This is an optimization exercise on Yosys and OpenROAD, whose aim is small area, a short achievable clock period and few clock cycles per item, not a production implementation.
Only simulation tests tie the RTL to the original design; equivalence was not proved.
Power figures rest on the tool's default switching activity, not on a simulated workload.

<file path="design/flow/run.sh">
#!/bin/bash
# synth_recipe.tcl (not shown) runs the flow's synth.tcl, then flattens the netlist and writes it again
# the make line also repeats each setting of config.mk as NAME=value (left out here)
make -C /OpenROAD-flow-scripts/flow DESIGN_CONFIG=/design/flow/config.mk WORK_HOME=/design/flow/orfs CLKGATE_MAP_FILE= SYNTH_SCRIPT=/design/flow/synth_recipe.tcl finish
</file>
<file path="design/flow/config.mk">
export PLATFORM = sky130hd
export DESIGN_NAME = rps_top
export DESIGN_NICKNAME = rps_top
export VERILOG_FILES = /design/flow/design.v
export SDC_FILE = /design/flow/constraint.sdc
export NUM_CORES = 4
export LEC_CHECK = 0
export CAP_MARGIN = 20
export CELL_PAD_IN_SITES_DETAIL_PLACEMENT = 1
export CELL_PAD_IN_SITES_GLOBAL_PLACEMENT = 1
export CORE_MARGIN = 2
export CORE_UTILIZATION = 25
export CTS_CLUSTER_DIAMETER = 80
export CTS_CLUSTER_SIZE = 30
export PLACE_DENSITY = 0.4
export SETUP_SLACK_MARGIN = 5.0
export SLEW_MARGIN = 20
</file>
<file path="design/flow/constraint.sdc">
create_clock -name core_clock -period 8.0 [get_ports {i_clk}]
set_input_delay 1.6000 -clock core_clock [delete_from_list [all_inputs] [get_ports {i_clk}]]
set_output_delay 1.6000 -clock core_clock [all_outputs]
set_load 0.01 [all_outputs]
</file>
<file path="design/flow/design.v">
`timescale 1ns / 1ps
package rps_pkg;
    localparam logic [1:0] ACT_RESTART = 2'd0;
    localparam logic [1:0] ACT_SHUFFLE = 2'd1;
    localparam logic [1:0] ACT_READ    = 2'd2;
    typedef struct packed {
        logic [1:0]  action;
        logic [15:0] random_word;
        logic [7:0]  read_index;
    } t_in;
    typedef struct packed {
        logic [7:0] element_value;
        logic       shuffle_complete;
        logic       error_flag;
    } t_out;
    localparam int DIV_STAGES = 8;
endpackage
`timescale 1ns / 1ps
module rps_ram (
    input  logic            i_clk,
    input  logic [31:0]     i_rd_lo,
    output logic [7:0][7:0] o_rgrp,
    input  logic [15:0]     i_wa_lo,
    input  logic [15:0]     i_wa_hi,
    input  logic [7:0]      i_wa_data,
    input  logic [15:0]     i_wb_lo,
    input  logic [15:0]     i_wb_hi,
    input  logic [7:0]      i_wb_data
);
    logic [255:0][7:0] r_mem;
    always_comb begin
        for (int g = 0; g < 8; g++) begin
            o_rgrp[g] = '0;
            for (int i = 0; i < 32; i++) begin
                o_rgrp[g] = o_rgrp[g] | ({8{i_rd_lo[i]}} & r_mem[32 * g + i]);
            end
        end
    end
    always_ff @(posedge i_clk) begin
        for (int i = 0; i < 256; i++) begin
            logic sa, sb;
            sa = i_wa_hi[i / 16] & i_wa_lo[i % 16];
            sb = i_wb_hi[i / 16] & i_wb_lo[i % 16];
            r_mem[i] <= ~(({8{sa}} & ~i_wa_data) | ({8{sb}} & ~i_wb_data) |
                          ({8{!(sa || sb)}} & ~r_mem[i]));
        end
    end
endmodule
`timescale 1ns / 1ps
module rps_divider #(
    parameter int TW = 4
) (
    input  logic          i_clk,
    input  logic          i_rst_n,
    input  logic          i_valid,
    input  logic [15:0]   i_word,
    input  logic [7:0]    i_s,
    input  logic [9:0]    i_e3,
    input  logic [TW-1:0] i_tag,
    output logic          o_valid,
    output logic [7:0]    o_rem,
    output logic [7:0]    o_s,
    output logic [TW-1:0] o_tag
);
    logic [1:0] s1_t2;
    assign s1_t2 = {i_word[15], i_word[14]};
    logic [11:0] s1_m2_1, s1_m2_2, s1_m2_3;
    assign s1_m2_1 = 12'(s1_t2) + {2'b01, ~{2'b00, i_s}};
    assign s1_m2_2 = 12'(s1_t2) + {2'b01, ~{1'b0, i_s, 1'b1}};
    assign s1_m2_3 = 12'(s1_t2) + {2'b01, ~i_e3};
    logic [1:0] s1_r2;
    assign s1_r2 = s1_m2_3[11] ? s1_m2_3[1:0] : (s1_m2_2[11] ? s1_m2_2[1:0] : (s1_m2_1[11] ? s1_m2_1[1:0] : s1_t2[1:0]));
    logic          q1_valid;
    logic [1:0]    q1_rem;
    logic [13:0]   q1_word;
    logic [7:0]    q1_s;
    logic [9:0]    q1_e3;
    logic [TW-1:0] q1_tag;
    always_ff @(posedge i_clk) begin
        if (!i_rst_n) q1_valid <= 1'b0;
        else          q1_valid <= i_valid;
        q1_rem <= s1_r2;
        q1_word <= i_word[13:0];
        q1_s   <= i_s;
        q1_e3  <= i_e3;
        q1_tag <= i_tag;
    end
    logic [3:0] s2_t4;
    assign s2_t4 = {q1_rem, q1_word[13], q1_word[12]};
    logic [11:0] s2_m4_1, s2_m4_2, s2_m4_3;
    assign s2_m4_1 = 12'(s2_t4) + {2'b01, ~{2'b00, q1_s}};
    assign s2_m4_2 = 12'(s2_t4) + {2'b01, ~{1'b0, q1_s, 1'b1}};
    assign s2_m4_3 = 12'(s2_t4) + {2'b01, ~q1_e3};
    logic [3:0] s2_r4;
    assign s2_r4 = s2_m4_3[11] ? s2_m4_3[3:0] : (s2_m4_2[11] ? s2_m4_2[3:0] : (s2_m4_1[11] ? s2_m4_1[3:0] : s2_t4[3:0]));
    logic          q2_valid;
    logic [3:0]    q2_rem;
    logic [11:0]   q2_word;
    logic [7:0]    q2_s;
    logic [9:0]    q2_e3;
    logic [TW-1:0] q2_tag;
    always_ff @(posedge i_clk) begin
        if (!i_rst_n) q2_valid <= 1'b0;
        else          q2_valid <= q1_valid;
        q2_rem <= s2_r4;
        q2_word <= q1_word[11:0];
        q2_s   <= q1_s;
        q2_e3  <= q1_e3;
        q2_tag <= q1_tag;
    end
    logic [5:0] s3_t6;
    assign s3_t6 = {q2_rem, q2_word[11], q2_word[10]};
    logic [11:0] s3_m6_1, s3_m6_2, s3_m6_3;
    assign s3_m6_1 = 12'(s3_t6) + {2'b01, ~{2'b00, q2_s}};
    assign s3_m6_2 = 12'(s3_t6) + {2'b01, ~{1'b0, q2_s, 1'b1}};
    assign s3_m6_3 = 12'(s3_t6) + {2'b01, ~q2_e3};
    logic [5:0] s3_r6;
    assign s3_r6 = s3_m6_3[11] ? s3_m6_3[5:0] : (s3_m6_2[11] ? s3_m6_2[5:0] : (s3_m6_1[11] ? s3_m6_1[5:0] : s3_t6[5:0]));
    logic          q3_valid;
    logic [5:0]    q3_rem;
    logic [9:0]   q3_word;
    logic [7:0]    q3_s;
    logic [9:0]    q3_e3;
    logic [TW-1:0] q3_tag;
    always_ff @(posedge i_clk) begin
        if (!i_rst_n) q3_valid <= 1'b0;
        else          q3_valid <= q2_valid;
        q3_rem <= s3_r6;
        q3_word <= q2_word[9:0];
        q3_s   <= q2_s;
        q3_e3  <= q2_e3;
        q3_tag <= q2_tag;
    end
    logic [7:0] s4_t8;
    assign s4_t8 = {q3_rem, q3_word[9], q3_word[8]};
    logic [11:0] s4_m8_1, s4_m8_2, s4_m8_3;
    assign s4_m8_1 = 12'(s4_t8) + {2'b01, ~{2'b00, q3_s}};
    assign s4_m8_2 = 12'(s4_t8) + {2'b01, ~{1'b0, q3_s, 1'b1}};
    assign s4_m8_3 = 12'(s4_t8) + {2'b01, ~q3_e3};
    logic [7:0] s4_r8;
    assign s4_r8 = s4_m8_3[11] ? s4_m8_3[7:0] : (s4_m8_2[11] ? s4_m8_2[7:0] : (s4_m8_1[11] ? s4_m8_1[7:0] : s4_t8[7:0]));
    logic          q4_valid;
    logic [7:0]    q4_rem;
    logic [7:0]   q4_word;
    logic [7:0]    q4_s;
    logic [9:0]    q4_e3;
    logic [TW-1:0] q4_tag;
    always_ff @(posedge i_clk) begin
        if (!i_rst_n) q4_valid <= 1'b0;
        else          q4_valid <= q3_valid;
        q4_rem <= s4_r8;
        q4_word <= q3_word[7:0];
        q4_s   <= q3_s;
        q4_e3  <= q3_e3;
        q4_tag <= q3_tag;
    end
    logic [9:0] s5_t10;
    assign s5_t10 = {q4_rem, q4_word[7], q4_word[6]};
    logic [11:0] s5_m10_1, s5_m10_2, s5_m10_3;
    assign s5_m10_1 = 12'(s5_t10) + {2'b01, ~{2'b00, q4_s}};
    assign s5_m10_2 = 12'(s5_t10) + {2'b01, ~{1'b0, q4_s, 1'b1}};
    assign s5_m10_3 = 12'(s5_t10) + {2'b01, ~q4_e3};
    logic [7:0] s5_r10;
    assign s5_r10 = s5_m10_3[11] ? s5_m10_3[7:0] : (s5_m10_2[11] ? s5_m10_2[7:0] : (s5_m10_1[11] ? s5_m10_1[7:0] : s5_t10[7:0]));
    logic          q5_valid;
    logic [7:0]    q5_rem;
    logic [5:0]   q5_word;
    logic [7:0]    q5_s;
    logic [9:0]    q5_e3;
    logic [TW-1:0] q5_tag;
    always_ff @(posedge i_clk) begin
        if (!i_rst_n) q5_valid <= 1'b0;
        else          q5_valid <= q4_valid;
        q5_rem <= s5_r10;
        q5_word <= q4_word[5:0];
        q5_s   <= q4_s;
        q5_e3  <= q4_e3;
        q5_tag <= q4_tag;
    end
    logic [9:0] s6_t12;
    assign s6_t12 = {q5_rem, q5_word[5], q5_word[4]};
    logic [11:0] s6_m12_1, s6_m12_2, s6_m12_3;
    assign s6_m12_1 = 12'(s6_t12) + {2'b01, ~{2'b00, q5_s}};
    assign s6_m12_2 = 12'(s6_t12) + {2'b01, ~{1'b0, q5_s, 1'b1}};
    assign s6_m12_3 = 12'(s6_t12) + {2'b01, ~q5_e3};
    logic [7:0] s6_r12;
    assign s6_r12 = s6_m12_3[11] ? s6_m12_3[7:0] : (s6_m12_2[11] ? s6_m12_2[7:0] : (s6_m12_1[11] ? s6_m12_1[7:0] : s6_t12[7:0]));
    logic          q6_valid;
    logic [7:0]    q6_rem;
    logic [3:0]   q6_word;
    logic [7:0]    q6_s;
    logic [9:0]    q6_e3;
    logic [TW-1:0] q6_tag;
    always_ff @(posedge i_clk) begin
        if (!i_rst_n) q6_valid <= 1'b0;
        else          q6_valid <= q5_valid;
        q6_rem <= s6_r12;
        q6_word <= q5_word[3:0];
        q6_s   <= q5_s;
        q6_e3  <= q5_e3;
        q6_tag <= q5_tag;
    end
    logic [9:0] s7_t14;
    assign s7_t14 = {q6_rem, q6_word[3], q6_word[2]};
    logic [11:0] s7_m14_1, s7_m14_2, s7_m14_3;
    assign s7_m14_1 = 12'(s7_t14) + {2'b01, ~{2'b00, q6_s}};
    assign s7_m14_2 = 12'(s7_t14) + {2'b01, ~{1'b0, q6_s, 1'b1}};
    assign s7_m14_3 = 12'(s7_t14) + {2'b01, ~q6_e3};
    logic [7:0] s7_r14;
    assign s7_r14 = s7_m14_3[11] ? s7_m14_3[7:0] : (s7_m14_2[11] ? s7_m14_2[7:0] : (s7_m14_1[11] ? s7_m14_1[7:0] : s7_t14[7:0]));
    logic          q7_valid;
    logic [7:0]    q7_rem;
    logic [1:0]   q7_word;
    logic [7:0]    q7_s;
    logic [9:0]    q7_e3;
    logic [TW-1:0] q7_tag;
    always_ff @(posedge i_clk) begin
        if (!i_rst_n) q7_valid <= 1'b0;
        else          q7_valid <= q6_valid;
        q7_rem <= s7_r14;
        q7_word <= q6_word[1:0];
        q7_s   <= q6_s;
        q7_e3  <= q6_e3;
        q7_tag <= q6_tag;
    end
    logic [9:0] s8_t16;
    assign s8_t16 = {q7_rem, q7_word[1], q7_word[0]};
    logic [11:0] s8_m16_1, s8_m16_2, s8_m16_3;
    assign s8_m16_1 = 12'(s8_t16) + {2'b01, ~{2'b00, q7_s}};
    assign s8_m16_2 = 12'(s8_t16) + {2'b01, ~{1'b0, q7_s, 1'b1}};
    assign s8_m16_3 = 12'(s8_t16) + {2'b01, ~q7_e3};
    logic [7:0] s8_r16;
    assign s8_r16 = s8_m16_3[11] ? s8_m16_3[7:0] : (s8_m16_2[11] ? s8_m16_2[7:0] : (s8_m16_1[11] ? s8_m16_1[7:0] : s8_t16[7:0]));
    logic          q8_valid;
    logic [7:0]    q8_rem;
    logic [7:0]    q8_s;
    logic [TW-1:0] q8_tag;
    always_ff @(posedge i_clk) begin
        if (!i_rst_n) q8_valid <= 1'b0;
        else          q8_valid <= q7_valid;
        q8_rem <= s8_r16;
        q8_s   <= q7_s;
        q8_tag <= q7_tag;
    end
    assign o_valid = q8_valid;
    assign o_rem   = q8_rem;
    assign o_s     = q8_s;
    assign o_tag   = q8_tag;
endmodule
`timescale 1ns / 1ps
module random_permutation_shuffler #(
    parameter int FIELD_SIZE = 256,
    parameter int WORD_BITS  = 16
) (
    input  logic          i_clk,
    input  logic          i_rst_n,
    input  logic          i_in_valid,
    output logic          o_in_ready,
    input  rps_pkg::t_in  i_in_data,
    output logic          o_out_valid,
    input  logic          i_out_ready,
    output rps_pkg::t_out o_out_data,
    input  logic          i_cfg_valid,
    output logic          o_cfg_ready,
    input  logic [7:0]    i_cfg_data
);
    localparam int CREDITS = rps_pkg::DIV_STAGES + 6;
    localparam int QDEPTH  = CREDITS;
    localparam int QW      = $clog2(QDEPTH);
    localparam int CW      = $clog2(CREDITS + 1);
    logic          r_ready;
    logic          r_in_valid;
    rps_pkg::t_in  r_in;
    logic          in_fire;
    assign in_fire = i_in_valid && r_ready;
    always_ff @(posedge i_clk) begin
        if (!i_rst_n) r_in_valid <= 1'b0;
        else          r_in_valid <= in_fire;
        r_in <= i_in_data;
    end
    logic [8:0] r_sf;        
    logic [9:0] r_e3;        
    logic [7:0] r_len;
    logic       is_rst, is_sh, is_rd, sh_ok, rd_ok;
    logic [8:0] sf_next;
    logic [7:0] addr;
    logic [4:0] f_tag;       
    logic [15:0] f_word;
    logic [7:0]  f_s;
    logic [9:0]  f_e3;
    assign is_rst  = (r_in.action == rps_pkg::ACT_RESTART);
    assign is_sh   = (r_in.action == rps_pkg::ACT_SHUFFLE);
    assign is_rd   = (r_in.action == rps_pkg::ACT_READ);
    assign sh_ok   = is_sh && !r_sf[8];
    assign rd_ok   = is_rd && (r_in.read_index < r_len);
    assign sf_next = is_rst ? 9'd0 : (sh_ok ? r_sf + 9'd1 : r_sf);
    assign addr    = r_in.read_index + 8'd1;
    assign f_tag[4] = sh_ok;
    assign f_tag[3] = rd_ok;
    assign f_tag[2] = ({1'b0, addr} >= r_sf);
    assign f_tag[1] = sf_next[8];
    assign f_tag[0] = !(is_rst || sh_ok || rd_ok);
    assign f_word   = is_rd ? {8'd0, addr} : r_in.random_word;
    assign f_s      = is_rd ? 8'hff : r_sf[7:0];
    assign f_e3     = is_rd ? 10'd767 : r_e3;
    always_ff @(posedge i_clk) begin
        if (!i_rst_n) begin
            r_sf  <= '0;
            r_e3  <= 10'd2;
            r_len <= 8'd255;
        end else begin
            if (r_in_valid && is_rst) begin
                r_sf <= '0;
                r_e3 <= 10'd2;
            end else if (r_in_valid && sh_ok) begin
                r_sf <= r_sf + 9'd1;
                r_e3 <= r_e3 + 10'd3;
            end
            if (i_cfg_valid) r_len <= i_cfg_data;
        end
    end
    logic       d_valid;
    logic [7:0] d_rem;
    logic [7:0] d_s;
    logic [4:0] d_tag;
    rps_divider #(
        .TW (5)
    ) u_div (
        .i_clk   (i_clk),
        .i_rst_n (i_rst_n),
        .i_valid (r_in_valid),
        .i_word  (f_word),
        .i_s     (f_s),
        .i_e3    (f_e3),
        .i_tag   (f_tag),
        .o_valid (d_valid),
        .o_rem   (d_rem),
        .o_s     (d_s),
        .o_tag   (d_tag)
    );
    logic        r_d_valid, r_d_sh, r_d_rd, r_d_cpl, r_d_err;
    logic [7:0]  r_d_a, r_d_s;
    logic [31:0] r_d_lo;
    logic [7:0]  r_d_hi;
    logic [4:0]  r_d_sel;        
    logic        r1_valid, r1_sh, r1_rd, r1_cpl, r1_err;
    logic [7:0]  r1_a, r1_s;
    logic [7:0]  r1_hi;
    logic [4:0]  r1_sel;
    logic [7:0][7:0] r1_grp;
    logic        d_fresh, d_h1a, d_h1b, d_h2a, d_h2b;
    logic [4:0]  d_sel;
    assign d_fresh = d_tag[4] ? (d_rem == d_s) : d_tag[2];
    assign d_h1a   = r_d_valid && r_d_sh && (d_rem == r_d_s);
    assign d_h1b   = r_d_valid && r_d_sh && (d_rem == r_d_a);
    assign d_h2a   = r1_valid && r1_sh && (d_rem == r1_s);
    assign d_h2b   = r1_valid && r1_sh && (d_rem == r1_a);
    assign d_sel[4] = d_fresh;
    assign d_sel[3] = !d_fresh && d_h1a;
    assign d_sel[2] = !d_fresh && !d_h1a && d_h1b;
    assign d_sel[1] = !d_fresh && !d_h1a && !d_h1b && d_h2a;
    assign d_sel[0] = !d_fresh && !d_h1a && !d_h1b && !d_h2a && d_h2b;
    always_ff @(posedge i_clk) begin
        if (!i_rst_n) begin
            r_d_valid <= 1'b0;
            r1_valid  <= 1'b0;
        end else begin
            r_d_valid <= d_valid;
            r1_valid  <= r_d_valid;
        end
        r_d_sh  <= d_tag[4];
        r_d_rd  <= d_tag[3];
        r_d_cpl <= d_tag[1];
        r_d_err <= d_tag[0];
        r_d_sel <= d_sel;
        r_d_a   <= d_rem;
        r_d_s   <= d_s;
        r_d_lo  <= 32'd1 << d_rem[4:0];
        r_d_hi  <= (d_sel != '0) ? 8'd0 : (8'd1 << d_rem[7:5]);
        r1_sh   <= r_d_sh;
        r1_rd   <= r_d_rd;
        r1_cpl  <= r_d_cpl;
        r1_err  <= r_d_err;
        r1_sel  <= r_d_sel;
        r1_a    <= r_d_a;
        r1_s    <= r_d_s;
        r1_hi   <= r_d_hi;
    end
    logic [7:0]  r_w_s, r_w_a, r_x_s, r_x_a;
    logic [15:0] r_w_s_lo, r_w_s_hi, r_w_v_lo, r_w_v_hi;
    logic [7:0][7:0] mem_grp;
    logic [7:0]  mem_rdata;
    logic [7:0]  val;
    rps_ram u_table (
        .i_clk     (i_clk),
        .i_rd_lo   (r_d_lo),
        .o_rgrp    (mem_grp),
        .i_wa_lo   (r_w_s_lo),
        .i_wa_hi   (r_w_s_hi),
        .i_wa_data (r_w_a),
        .i_wb_lo   (r_w_v_lo),
        .i_wb_hi   (r_w_v_hi),
        .i_wb_data (r_w_s)
    );
    always_ff @(posedge i_clk) r1_grp <= mem_grp;
    always_comb begin
        mem_rdata = '0;
        for (int g = 0; g < 8; g++) mem_rdata = mem_rdata | ({8{r1_hi[g]}} & r1_grp[g]);
    end
    assign val = mem_rdata | ({8{r1_sel[4]}} & r1_a) | ({8{r1_sel[3]}} & r_w_a) |
                 ({8{r1_sel[2]}} & r_w_s) | ({8{r1_sel[1]}} & r_x_a) | ({8{r1_sel[0]}} & r_x_s);
    logic r_res_valid, r_res_rd, r_res_cpl, r_res_err;
    always_ff @(posedge i_clk) begin
        if (!i_rst_n) begin
            r_w_s_hi    <= '0;
            r_w_v_hi    <= '0;
            r_res_valid <= 1'b0;
        end else begin
            r_w_s_hi    <= (r1_valid && r1_sh) ? (16'd1 << r1_s[7:4]) : 16'd0;
            r_w_v_hi    <= (r1_valid && r1_sh) ? (16'd1 << r1_a[7:4]) : 16'd0;
            r_res_valid <= r1_valid;
        end
        r_w_s_lo  <= 16'd1 << r1_s[3:0];
        r_w_v_lo  <= 16'd1 << r1_a[3:0];
        r_w_s     <= r1_s;
        r_w_a     <= val;
        r_x_s     <= r_w_s;
        r_x_a     <= r_w_a;
        r_res_rd  <= r1_rd;
        r_res_cpl <= r1_cpl;
        r_res_err <= r1_err;
    end
    rps_pkg::t_out push_data;
    assign push_data.element_value    = r_res_rd ? r_w_a : 8'd0;
    assign push_data.shuffle_complete = r_res_cpl;
    assign push_data.error_flag       = r_res_err;
    logic [QDEPTH-1:0][9:0] r_q;
    logic [QDEPTH-1:0]      r_q_wr, r_q_rd;      
    logic [QDEPTH-1:0]      q_rd1;               
    logic [QW:0]            r_q_cnt;
    logic                   r_out_valid;         
    rps_pkg::t_out          r_out;
    logic [CW-1:0]          r_pend;
    logic [9:0]             q_h0, q_h1, out_stay, out_next;
    logic                   wr_at_h0, wr_at_h1;
    logic q_push, out_fire;
    logic [QW:0]   q_cnt_inc, q_cnt_dec;
    logic [CW-1:0] pend_inc, pend_dec;
    logic          rdy_inc, rdy_same;
    assign out_fire  = r_out_valid && i_out_ready;
    assign q_push    = r_res_valid;
    assign q_cnt_inc = r_q_cnt + (QW+1)'(1);
    assign q_cnt_dec = r_q_cnt - (QW+1)'(1);
    assign pend_inc  = r_pend + CW'(1);
    assign pend_dec  = r_pend - CW'(1);
    assign rdy_inc   = (pend_inc < CW'(CREDITS));
    assign rdy_same  = (r_pend < CW'(CREDITS));
    assign q_rd1     = {r_q_rd[QDEPTH-2:0], r_q_rd[QDEPTH-1]};
    assign wr_at_h0  = |(r_q_wr & r_q_rd);
    assign wr_at_h1  = |(r_q_wr & q_rd1);
    always_comb begin
        q_h0 = '0;
        q_h1 = '0;
        for (int i = 0; i < QDEPTH; i++) begin
            q_h0 = q_h0 | ({10{r_q_rd[i]}} & r_q[i]);
            q_h1 = q_h1 | ({10{q_rd1[i]}} & r_q[i]);
        end
    end
    assign out_stay = (q_push && wr_at_h0) ? push_data : q_h0;
    assign out_next = (q_push && wr_at_h1) ? push_data : q_h1;
    always_ff @(posedge i_clk) begin
        if (!i_rst_n) begin
            r_out_valid <= 1'b0;
            r_q_wr      <= QDEPTH'(1);
            r_q_rd      <= QDEPTH'(1);
            r_q_cnt     <= '0;
            r_pend      <= '0;
            r_ready     <= 1'b1;
        end else begin
            if (q_push) r_q_wr <= {r_q_wr[QDEPTH-2:0], r_q_wr[QDEPTH-1]};
            if (out_fire) r_q_rd <= q_rd1;
            if (q_push && !out_fire) begin
                r_q_cnt     <= q_cnt_inc;
                r_out_valid <= 1'b1;
            end else if (!q_push && out_fire) begin
                r_q_cnt     <= q_cnt_dec;
                r_out_valid <= (r_q_cnt != (QW+1)'(1));
            end
            if (in_fire && !out_fire) begin
                r_pend  <= pend_inc;
                r_ready <= rdy_inc;
            end else if (!in_fire && out_fire) begin
                r_pend  <= pend_dec;
                r_ready <= 1'b1;
            end else begin
                r_ready <= rdy_same;
            end
        end
        r_out <= out_fire ? out_next : out_stay;
        for (int i = 0; i < QDEPTH; i++) begin
            if (q_push && r_q_wr[i]) r_q[i] <= push_data;
        end
    end
    assign o_in_ready  = r_ready;
    assign o_cfg_ready = 1'b1;
    assign o_out_valid = r_out_valid;
    assign o_out_data  = r_out;
endmodule
`timescale 1ns / 1ps
module rps_top (
    input  logic        i_clk,
    input  logic        i_rst_n,
    input  logic        i_in_valid,
    output logic        o_in_ready,
    input  logic [1:0]  i_in_action,
    input  logic [15:0] i_in_word,
    input  logic [7:0]  i_in_index,
    output logic        o_out_valid,
    input  logic        i_out_ready,
    output logic [7:0]  o_out_element,
    output logic        o_out_complete,
    output logic        o_out_error,
    input  logic        i_cfg_valid,
    output logic        o_cfg_ready,
    input  logic [7:0]  i_cfg_data
);
    rps_pkg::t_in  in_data;
    rps_pkg::t_out out_data;
    assign in_data.action      = i_in_action;
    assign in_data.random_word = i_in_word;
    assign in_data.read_index  = i_in_index;
    random_permutation_shuffler #(
        .FIELD_SIZE (256),
        .WORD_BITS  (16)
    ) u_core (
        .i_clk       (i_clk),
        .i_rst_n     (i_rst_n),
        .i_in_valid  (i_in_valid),
        .o_in_ready  (o_in_ready),
        .i_in_data   (in_data),
        .o_out_valid (o_out_valid),
        .i_out_ready (i_out_ready),
        .o_out_data  (out_data),
        .i_cfg_valid (i_cfg_valid),
        .o_cfg_ready (o_cfg_ready),
        .i_cfg_data  (i_cfg_data)
    );
    assign o_out_element  = out_data.element_value;
    assign o_out_complete = out_data.shuffle_complete;
    assign o_out_error    = out_data.error_flag;
endmodule
</file>
==> metrics.csv, run 1 <==
stage,metric,value,unit
clock_network,clock-root-buffer,clkbuf_16,
worst_hold_path,hp-start,u_core.u_div.q5_tag[3]$_DFF_P_,
synth,ys_seq_elements,2845,
place,place_ws,4.368,ns
synth,synth_most_common_cell,nor2_1,
critical_path,crit_type,reg2reg,
worst_hold_path,min_path_type,reg2reg,
clock_network,clock_path_buffers,4,
synth,ys_top_cells_by_area,"dfxtp_1, nor2_1, o22ai_1",
grt,antenna_found_initial,55,
finish,final_layout_size_suffix_gt1_share,5.315,%
routing,met2_length,322700,um
synth,yosys.area.top_type,dfxtp_1,
synth,syn_nets,14160,
clock_network,clkTransAtPathRegs,0.10,ns
synth,synth.distinct_cells,73,
grt,grt_usage,29.01,%
critical_path,path_buf_inv,2,
routing,routedWlPerCell,35.90,um
timing,period_minus_slack,3.068,ns
routing,met3_length,36660,um
job,max_cap_violations,0,
routing,wl_met1,325300,um
place,post-dp-hpwl,438000,um
grt,grt_pass1_wl,963600,um
routing,vias_per_cell,5.682,
routing,vias,112400,
routing,ant_nets,0,
finish,final_nets,13680,
critical_path,reg2reg_from,u_core.r_w_a[2]$_DFF_P_,
critical_path,required,8.92,ns
timing,tightest_slew,1.296,ns
timing,worst_slack,4.932,ns
routing,drtPass1Iterations,6,
timing,rsz0062_at_grt,yes,
synth,synth_area,116000,sq um
synth,ys.flop_type,dfxtp_1,
routing,drt_iter0_markers,10730,
timing,finalMaxSlewViolations,0,
place,gp_congestion,0.8406,
critical_path,rrSetupSlack,4.93,ns
run_status,status,timing/DRC/antenna clean,
place,place_inst,19400,
grt,grt_max_degree,110,
power,p_per_area,276.2,nW/um^2
critical_path,slowest_delay,0.85,ns
synth,synth_seq_area_share,50.32,%
finish,stdcell_count,19790,
finish,area_growth,12.19,%
place,portBuffers,50,
timing,post-route-period-util,38.35,%
clock_network,cts.sinks,2845,
critical_path,worstSetupEndpointType,flop,
clock_network,cts_tree,done,
timing,setup_tns,0,ns
floorplan,dieArea,469300,sq um
timing,setup_viol,0,
worst_hold_path,worst_hold_path.num_cells,0,
clock_network,cts_buffers,203,
floorplan,die_x,685.1,um
synth,yosys_warnings,3,
timing,hold_viol_final,0,
critical_path,cp_max_fo,94,
critical_path,arrival,3.99,ns
floorplan,core,462600,sq um
critical_path,crit_slowest_cell,dfxtp_4,
critical_path,crit_chain,"buf_4, buf_12, o22ai_1, nor2_1",
grt,grt_pass1_vias,111500,
floorplan,start_util,25.07,%
floorplan,rows,250,
timing,clock_skew,0.06644,ns
timing,holdWs,0.3042,ns
critical_path,cpLargestDelayFamily,buffers and inverters,
synth,async_reset_ff_share,0,%
synth,syn_area_per_cell,8.335,sq um
floorplan,die-height,685.1,um
timing,max_slew_margin,13.58,%
synth,synth_top_area_share,46.70,%
routing,routed_wl,710300,um
place,dpl-instance-area,122700,sq um
critical_path,r2r_end,u_core.u_table.r_mem[890]$_DFF_P_,
routing,top_layer_used,met5,
worst_hold_path,min_to,u_core.u_div.q6_tag[3]$_DFF_P_,
critical_path,worst_setup_path_start_kind,flop,
critical_path,worstRegToRegCells,4,
synth,ys_top_cells_by_count,"nor2_1, dfxtp_1, o22ai_1",
routing,post-route-drc-count,0,
synth,synth-edff-count,140,
clock_network,htree_levels,4,
timing,fmax,0.3259,GHz
floorplan,io_pins,52,
clock_network,clk_latency,1.01,ns
synth,netlist_instances,13910,
grt,grt_overflow,0,
power,total_leakage_power,52.68,nW
finish,stdcell_area,130100,sq um
power,irDropWorstVdd,0.2788,mV
worst register-to-register path, cell delays in order (launching register included):
cell and delay, ns:
dfxtp_4 0.85, buf_4 0.74, buf_12 0.54, o22ai_1 0.72, nor2_1 0.15
through the flow:
stage / power, mW / util [%]
2_1_floorplan: 19.69 / -
3_3_place_gp: 23.88 / 26.53
3_5_place_dp: 23.99 / 26.53
4_1_cts: 36.18 / 28.11
5_1_grt: 37.06 / 28.12
6_report: 35.93 / 28.12
layout make-up:
cell class | instances | area (sq um)
Fill cell | 53620 | 332500
Sequential cell | 2845 | 58690
Multi-Input combinational cell | 9991 | 53590
Tap cell | 6174 | 7725
Clock buffer | 220 | 5290
Timing Repair Buffer | 234 | 2187
Clock inverter | 156 | 2018
Inverter | 156 | 585.6
Antenna cell | 9 | 22.52
registers in the layout, indices dropped and copies added, names as in the netlist, 16 cells and up:
signal / count
u_core.u_table.r_mem: 2048
u_core.r_d_lo: 32
u_core.r1_grp: 64
u_core.r_w_s_hi: 16
u_core.r_w_s_lo: 16
u_core.r_w_v_lo: 16
u_core.r_in: 26
u_core.r_w_v_hi: 16
u_core.r_q: 140
how the worst max path moves through the flow:
stage | endpoint | startpoint | slack, ns | cells past startpoint
5_1_grt | o_out_element[2] | u_core.r_out[4]$_DFF_P_ | 4.87 | 1
4_1_cts | o_out_element[2] | u_core.r_out[4]$_DFF_P_ | 4.85 | 1
3_3_place_gp | u_core.r_pend[3]$_SDFFE_PN0P_ | i_out_ready | 4.21 | 7
2_1_floorplan | u_core.r_pend[3]$_SDFFE_PN0P_ | i_out_ready | 5.01 | 7
3_5_place_dp | u_core.r_pend[3]$_SDFFE_PN0P_ | i_out_ready | 4.37 | 7
6_report | u_core.u_table.r_mem[890]$_DFF_P_ | u_core.r_w_a[2]$_DFF_P_ | 4.93 | 4
logic make-up (layout without fill, tap and decap cells):
logic type,count (synthesis),after routing,share of synthesized area [%]
AND/OR/NAND/NOR,5828,5828,20.09
XOR/XNOR,145,145,1.095
multiplexers,52,52,0.4758
adder cells (fa/ha/maj),206,206,2.359
flip-flops,2845,2845,50.32
other,1,10,0.003234
AO/OA/AOI/OAI,3759,3759,22.16
buffers and inverters,1077,766,3.497
where the power goes:
group	total (mW)	internal (mW)	leakage, nW	switching [mW]
combinational	7.43	2.06	25.9	5.36
clock	12.2	5.42	3.54	6.75
sequential	16.3	14.7	23.3	1.66
metal layers:
layer,track usage [%],up-vias
met5,0,-
met4,9.044,20
met3,3.619,897
met2,47.16,3582
met1,39.90,58850
li1,-,49080
what timing repair did:
action,4_1_cts,5_1_grt
setup buffers,2,0
resized for setup,69,5
hold buffers,0,0
gates cloned,0,0
endpoints found under the setup margin,12,46
layout by cell type (no fill, tap or decap), types with 31 or more instances in the layout:
cell type,instances
ha_1,184
clkbuf_16,208
xnor2_1,85
o21ai_0,100
inv_6,36
xor2_1,60
nand2b_1,31
dfxtp_4,72
nand3_1,169
inv_1,155
dfxtp_1,2586
o22ai_1,2052
a221oi_1,204
a21o_1,59
dfxtp_2,47
a211oi_1,48
mux2i_1,33
and2_1,51
nor3_1,50
a22oi_1,847
clkinv_8,33
a21oi_1,102
a22o_1,178
nand4_1,164
nand2_1,940
or4_1,74
nor2_1,4269
buf_4,158
clkdlybuf4s50_1,37
edfxtp_1,140
Testbench counts, summed over its fixed seeds: cycles 8,288, requests 8,184.
==> run 2: changes to the inputs <==
--- a/design/flow/config.mk
+++ b/design/flow/config.mk
@@ -11,6 +11,6 @@
 export CORE_MARGIN = 2
-export CORE_UTILIZATION = 25
+export CORE_UTILIZATION = 35
 export CTS_CLUSTER_DIAMETER = 80
 export CTS_CLUSTER_SIZE = 30
-export PLACE_DENSITY = 0.4
+export PLACE_DENSITY = 0.42
 export SETUP_SLACK_MARGIN = 5.0
==> run 2 against run 1 <==
- clock skew is 0.0029 ns lower
- critical endpoint is now o_out_element[5]
- first-iteration DRC count is 21% higher
- synthesized area stayed put
- final cell count is 9.4% lower
- largest power group unchanged
- power is 4.7% lower
- wire length is 11% lower
- sequential power hardly changed
- combinational power is 5.2% lower
==> metrics.csv, run 2 <==
stage,metric,value,unit
run_status,status,timing/DRC/antenna clean,
finish,final_nets,13640,
place,portBuffers,50,
power,irDropWorstVdd,0.3676,mV
critical_path,arrival,1.41,ns
finish,top_register,u_core.u_table.r_mem,
place,place_ws,4.321,ns
timing,clock_skew,0.06354,ns
place,gp_congestion,0.9076,
critical_path,crit_slowest_cell,dfxtp_4,
clock_network,clkTransAtPathRegs,0.10,ns
synth,async_reset_ff_share,0,%
routing,vias_per_cell,6.366,
timing,holdWs,0.3199,ns
grt,grt_pass1_vias,111900,
synth,netlist_instances,13910,
routing,vias,114100,
synth,synth_seq_area_share,50.32,%
timing,hold_viol_final,0,
synth,synth_area,116000,sq um
synth,ys_top_cells_by_count,"nor2_1, dfxtp_1, o22ai_1",
synth,ys_seq_elements,2845,
critical_path,worst_setup_path_start_kind,flop,
grt,grt_overflow,0,
place,dpl-instance-area,120300,sq um
synth,syn_area_per_cell,8.335,sq um
timing,tightest_slew,1.168,ns
synth,synth.distinct_cells,73,
finish,final_layout_size_suffix_gt1_share,4.814,%
critical_path,crit_chain,buf_6,
timing,rsz0062_at_grt,yes,
critical_path,cpLargestDelayFamily,flip-flops,
finish,stdcell_area,126800,sq um
critical_path,worstSetupEndpointType,primary output,
place,post-dp-hpwl,388200,um
synth,ys_top_cells_by_area,"dfxtp_1, nor2_1, o22ai_1",
synth,synth_most_common_cell,nor2_1,
grt,grt_max_degree,119,
clock_network,cts_tree,done,
critical_path,cp_max_fo,1,
timing,setup_tns,0,ns
finish,layout_commonest_cell,nor2_1,
clock_network,clk_latency,0.96,ns
grt,antenna_found_initial,53,
power,total_leakage_power,52.11,nW
timing,setup_viol,0,
clock_network,htree_levels,4,
finish,postLayoutCoreUtil,38.41,%
timing,period_minus_slack,3.013,ns
routing,ant_nets,0,
grt,grt_usage,36.13,%
timing,max_slew_margin,22.15,%
timing,fmax,0.3319,GHz
synth,syn_nets,14160,
synth,ys.flop_type,dfxtp_1,
finish,reg_top3,"u_core.u_table.r_mem x2048, u_core.r_q x140, u_core.r1_grp x64",
clock_network,clock_path_buffers,4,
job,max_cap_violations,0,
clock_network,cts.sinks,2845,
timing,finalMaxSlewViolations,0,
floorplan,start_util,35.14,%
floorplan,core,330000,sq um
critical_path,slowest_delay,0.37,ns
routing,routedWlPerCell,35.34,um
floorplan,io_pins,52,
synth,yosys_warnings,3,
routing,post-route-drc-count,0,
routing,routed_wl,633600,um
routing,drtPass1Iterations,7,
floorplan,rows,211,
power,p_per_area,270.2,nW/um^2
synth,synth_top_area_share,46.70,%
timing,worst_slack,4.987,ns
floorplan,die_x,579.6,um
routing,drt_iter0_markers,12940,
floorplan,dieArea,335900,sq um
clock_network,cts_buffers,178,
worst_hold_path,min_path_type,reg2reg,
finish,largest_reg_flops,2048,
timing,post-route-period-util,37.66,%
clock_network,clock-root-buffer,clkbuf_16,
floorplan,die-height,579.6,um
critical_path,path_buf_inv,1,
finish,fillCellCount,38520,
grt,grt_pass1_wl,880700,um
synth,synth-edff-count,140,
synth,yosys.area.top_type,dfxtp_1,
finish,area_growth,9.320,%
finish,final_cell_mix,"nor2_1, dfxtp_1, o22ai_1",
critical_path,required,6.40,ns
critical_path,crit_type,reg2out,
-- run 2: cell counts after synthesis --
No cell type changed its count.
-- run 2: path summary, 6_finish.rpt --
| kind | startpoint | end | slack, ns | cells after the start |
|---|---|---|---|---|
| worst min register to register | u_core.u_div.q2_word[2]$_DFF_P_ | u_core.u_div.q3_word[2]$_DFF_P_ | 0.32 | 0 |
| worst max register to register | u_core.r_w_s[0]$_DFF_P_ | u_core.u_table.r_mem[32]$_DFF_P_ | 4.99 | 4 |
| worst max-delay path | u_core.r_out[7]$_DFF_P_ | o_out_element[5] | 4.99 | 1 |
| worst min-delay path | u_core.u_div.q2_word[2]$_DFF_P_ | u_core.u_div.q3_word[2]$_DFF_P_ | 0.32 | 0 |
-- run 2: through the flow --
stage               power [mW]  std cells
floorplan                19.69      13910
global placement         23.28      17580
detailed placement       23.39      17580
CTS                      34.14      17910
global route             35.16      17920
finish                   34.25      17930
-- run 2: kinds of logic after synthesis --
family                   Yosys count  synth area share (%)
AO/OA/AOI/OAI                   3759                 22.16
flip-flops                      2845                 50.32
buffers and inverters           1077                 3.497
AND/OR/NAND/NOR                 5828                 20.09
other                              1              0.003234
XOR/XNOR                         145                 1.095
adder cells (fa/ha/maj)          206                 2.359
multiplexers                      52                0.4758
-- run 2: final cells by class --
type | instances | area (sq um) | share of cell area, %
clock buffer | 199 | 4697 | 3.705
inverter | 156 | 585.6 | 0.4619
antenna | 20 | 50.05 | 0.03948
tap | 4366 | 5463 | 4.309
sequential | 2845 | 58670 | 46.28
multi-input combinational | 9991 | 53610 | 42.29
timing repair buffer | 227 | 2102 | 1.658
clock inverter | 125 | 1592 | 1.255
-- run 2: worst register-to-register path, stage by stage, from the launching register on --
cell     delay, ns
dfxtp_4       0.93
buf_4         0.84
buf_4         0.76
o22ai_1       0.28
nor2_1        0.15
-- run 2: metal layers --
| metal | track usage (%) | wire, um | up-vias |
|---|---|---|---|
| met3 | 6.371 | 55010 | 1186 |
| met5 | 0 | 189 | - |
| met2 | 55.44 | 275800 | 5571 |
| li1 | - | - | 48950 |
| met1 | 49.47 | 273100 | 58410 |
| met4 | 16.00 | 29460 | 26 |
-- run 2: power breakdown --
group | switching (mW) | internal, mW
logic | 4.99 | 2.05
registers | 1.65 | 14.7
clock network | 6.15 | 4.74
-- run 2: what timing repair did --
item	CTS	global route
pin swaps	0	1
gates resized for setup	70	8
buffers inserted	2	2
hold buffers	0	0
setup endpoints to repair	31	71
==> run 3: changes to the inputs <==
--- a/design/flow/config.mk
+++ b/design/flow/config.mk
@@ -11,6 +11,6 @@
 export CORE_MARGIN = 2
-export CORE_UTILIZATION = 35
+export CORE_UTILIZATION = 40
 export CTS_CLUSTER_DIAMETER = 80
 export CTS_CLUSTER_SIZE = 30
-export PLACE_DENSITY = 0.42
+export PLACE_DENSITY = 0.45
 export SETUP_SLACK_MARGIN = 5.0
==> run 3 against run 2 <==
- core utilization grew 5.1 points
- non-clock buffer count up 2
- critical path depth grew 3
- power decreased by 1.9%
- critical path type is now reg2reg
- highest routed layer unchanged
==> metrics.csv, run 3 <==
stage,metric,value,unit
finish,reg_top3,"u_core.u_table.r_mem x2048, u_core.r_q x140, u_core.r1_grp x64",
timing,max_slew_margin,6.897,%
timing,worst_slack,4.917,ns
clock_network,cts.sinks,2845,
clock_network,cts_hold_buf,0,
grt,grt_usage,39.55,%
floorplan,die-height,542.4,um
place,post-dp-hpwl,370600,um
synth,synth_area,116000,sq um
finish,layout_commonest_cell,nor2_1,
critical_path,worstRegToRegCells,4,
finish,largest_reg_flops,2048,
floorplan,core,288100,sq um
worst_hold_path,min_path_type,reg2reg,
synth,syn_area_per_cell,8.335,sq um
floorplan,die_x,542.4,um
place,place_ws,4.399,ns
synth,ys_top_cells_by_area,"dfxtp_1, nor2_1, o22ai_1",
clock_network,htree_levels,4,
timing,period_minus_slack,3.083,ns
critical_path,required,8.83,ns
synth,netlist_instances,13910,
critical_path,cp_max_fo,49,
place,gp_congestion,0.9128,
critical_path,reg2reg_from,u_core.r_w_s[3]$_DFF_P_,
synth,synth_most_common_cell,nor2_1,
worst_hold_path,hp-start,u_core.u_div.q3_word[0]$_DFF_P_,
floorplan,start_util,40.24,%
power,irDropWorstVdd,0.2502,mV
floorplan,rows,197,
clock_network,clkTransAtPathRegs,0.12,ns
finish,final_cell_mix,"nor2_1, dfxtp_1, o22ai_1",
synth,synth_top_area_share,46.70,%
timing,setup_viol,0,
synth,synth-edff-count,140,
critical_path,cp_common_cell,buf_4,
synth,synth_seq_area_share,50.32,%
power,total_leakage_power,51.90,nW
critical_path,slowest_delay,1.09,ns
floorplan,io_pins,52,
critical_path,rrSetupSlack,4.92,ns
routing,post-route-drc-count,0,
finish,final_layout_size_suffix_gt1_share,4.486,%
power,p_total,33.59,mW
timing,tightest_slew,1.397,ns
routing,drt_iter0_markers,14850,
grt,grt_max_degree,126,
synth,yosys.area.top_type,dfxtp_1,
finish,top_register,u_core.u_table.r_mem,
floorplan,dieArea,294200,sq um
job,max_cap_violations,0,
clock_network,cts_buffers,159,
critical_path,worst_setup_path_start_kind,flop,
routing,routed_wl,605200,um
place,portBuffers,50,
finish,stdcell_count,17320,
timing,hold_viol_final,0,
place,place_inst,17000,
routing,vias,115400,
synth,ys.flop_type,dfxtp_1,
routing,ant_nets,0,
critical_path,worstSetupEndpointType,flop,
synth,syn_nets,14160,
clock_network,clock-root-buffer,clkbuf_16,
finish,final_nets,13630,
clock_network,clk_latency,0.93,ns
grt,grt_pass1_vias,111800,
critical_path,r2r_end,u_core.u_table.r_mem[131]$_DFF_P_,
critical_path,crit_slowest_cell,dfxtp_4,
synth,ys_top_cells_by_count,"nor2_1, dfxtp_1, o22ai_1",
routing,drtPass1Iterations,8,
synth,async_reset_ff_share,0,%
grt,antenna_found_initial,40,
timing,finalMaxSlewViolations,0,
routing,routedWlPerCell,34.95,um
timing,post-route-period-util,38.54,%
grt,grt_overflow,0,
synth,yosys_warnings,3,
timing,rsz0062_at_grt,yes,
worst_hold_path,min_to,u_core.u_div.q4_word[0]$_DFF_P_,
routing,vias_per_cell,6.667,
worst_hold_path,worst_hold_path.num_cells,0,
critical_path,arrival,3.91,ns
critical_path,crit_chain,"buf_4, buf_4, o22ai_1, nor2_1",
clock_network,clock_path_buffers,4,
synth,ys_seq_elements,2845,
grt,grt_pass1_wl,846000,um
timing,clock_skew,0.04906,ns
timing,fmax,0.3244,GHz
synth,synth.distinct_cells,73,
run_status,status,timing/DRC/antenna clean,
timing,setup_tns,0,ns
clock_network,cts_tree,done,
finish,area_growth,8.235,%
power,p_per_area,267.6,nW/um^2
critical_path,crit_type,reg2reg,
## run 3: cell counts after synthesis
No cell type changed its count.
## run 3: metal layers
metal	part of all wire, %	track usage, %	up-vias
met1	41	53.07	58460
met3	10	8.071	1491
met4	5.7	20.53	28
met5	0.030	0	-
met2	43	59.82	6595
li1	-	-	48870
## run 3: kinds of logic after synthesis
kind of cell	Yosys count	share of synthesized area, %
multiplexers	52	0.4758
buffers and inverters	1077	3.497
XOR/XNOR	145	1.095
AO/OA/AOI/OAI	3759	22.16
adder cells (fa/ha/maj)	206	2.359
other	1	0.003234
flip-flops	2845	50.32
AND/OR/NAND/NOR	5828	20.09
## run 3: critical path: cells and delay by family (launching register included)
kind                   cells  cell delay [ns]
AND/OR/NAND/NOR            1             0.15
AO/OA/AOI/OAI              1             0.20
flip-flops                 1             1.09
buffers and inverters      2             1.34
## run 3: report_power, final
part,switching [mW],total [mW],internal [mW]
combinational,4.84,6.88,2.04
clock,5.81,10.3,4.51
sequential,1.70,16.4,14.7
## run 3: area by class of cell
cell class,count,area (sq um)
diodes,26,65.06
fillers,33640,162600
clock buffers,181,4300
flip-flops and latches,2845,58630
multi-input cells,9991,53600
well taps,3781,4731
inverters,156,585.6
repair buffers,229,2113
clock inverters,107,1481
## run 3: how the worst max path moves through the flow
stage / slack, ns / from / endpoint
final: 4.92 / u_core.r_w_s[3]$_DFF_P_ / u_core.u_table.r_mem[131]$_DFF_P_
after global routing: 4.98 / u_core.r_out[7]$_DFF_P_ / o_out_element[5]
after CTS: 4.87 / u_core.r_out_valid$_SDFFE_PN0P_ / o_out_valid
after detailed placement: 4.40 / i_out_ready / u_core.r_pend[3]$_SDFFE_PN0P_
after global placement: 4.33 / i_out_ready / u_core.r_pend[3]$_SDFFE_PN0P_
after floorplan: 5.01 / i_out_ready / u_core.r_pend[3]$_SDFFE_PN0P_
## run 3: metrics by stage
step	hold WS (ns)	cell area, sq um	utilization, %
floorplan	0.3096	116000	-
global placement	0.3105	119600	41.50
detailed placement	0.3132	119600	41.51
CTS	0.3283	125400	43.52
global route	0.3282	125400	43.54
finish	0.3230	125500	43.56
## run 3: repair_timing
item / 4_1_cts / 5_1_grt
resized for setup: 67 / 4
pin swaps: 0 / 1
setup endpoints to repair: 53 / 52
gates cloned: 0 / 0
buffers inserted: 1 / 2

-- static timing again, ports no longer ideal --
The results above use ideal ports. As a check the final layouts listed here were re-extracted and re-timed, cells and wires unchanged.
Step 1 assumes that a clkbuf_16 drives the clock port and a buf_2 every other input.
Step 2 times the ports against the registers' clock, not the clock port: input delays grow and output delays shrink by t, the midpoint of the rising clock arrivals with the driver on.
a / b / c = ideal ports / drivers / drivers and shift; a / b = the first two.
run	shift t [ns]	slack for setup (ns)	worst hold slack (ns)
run 1	1.095	4.932 / 4.824 / 4.317	0.304 / 0.304 / 0.304
run 2	1.037	4.987 / 4.877 / 4.268	0.320 / 0.320 / 0.320
run 3	1.005	4.917 / 4.908 / 4.377	0.323 / 0.323 / 0.323
After both steps setup and hold are still met in every run listed. The setup slack of run 2, which loses most, moves by -0.110 ns with the drivers and by -0.719 ns with both steps.
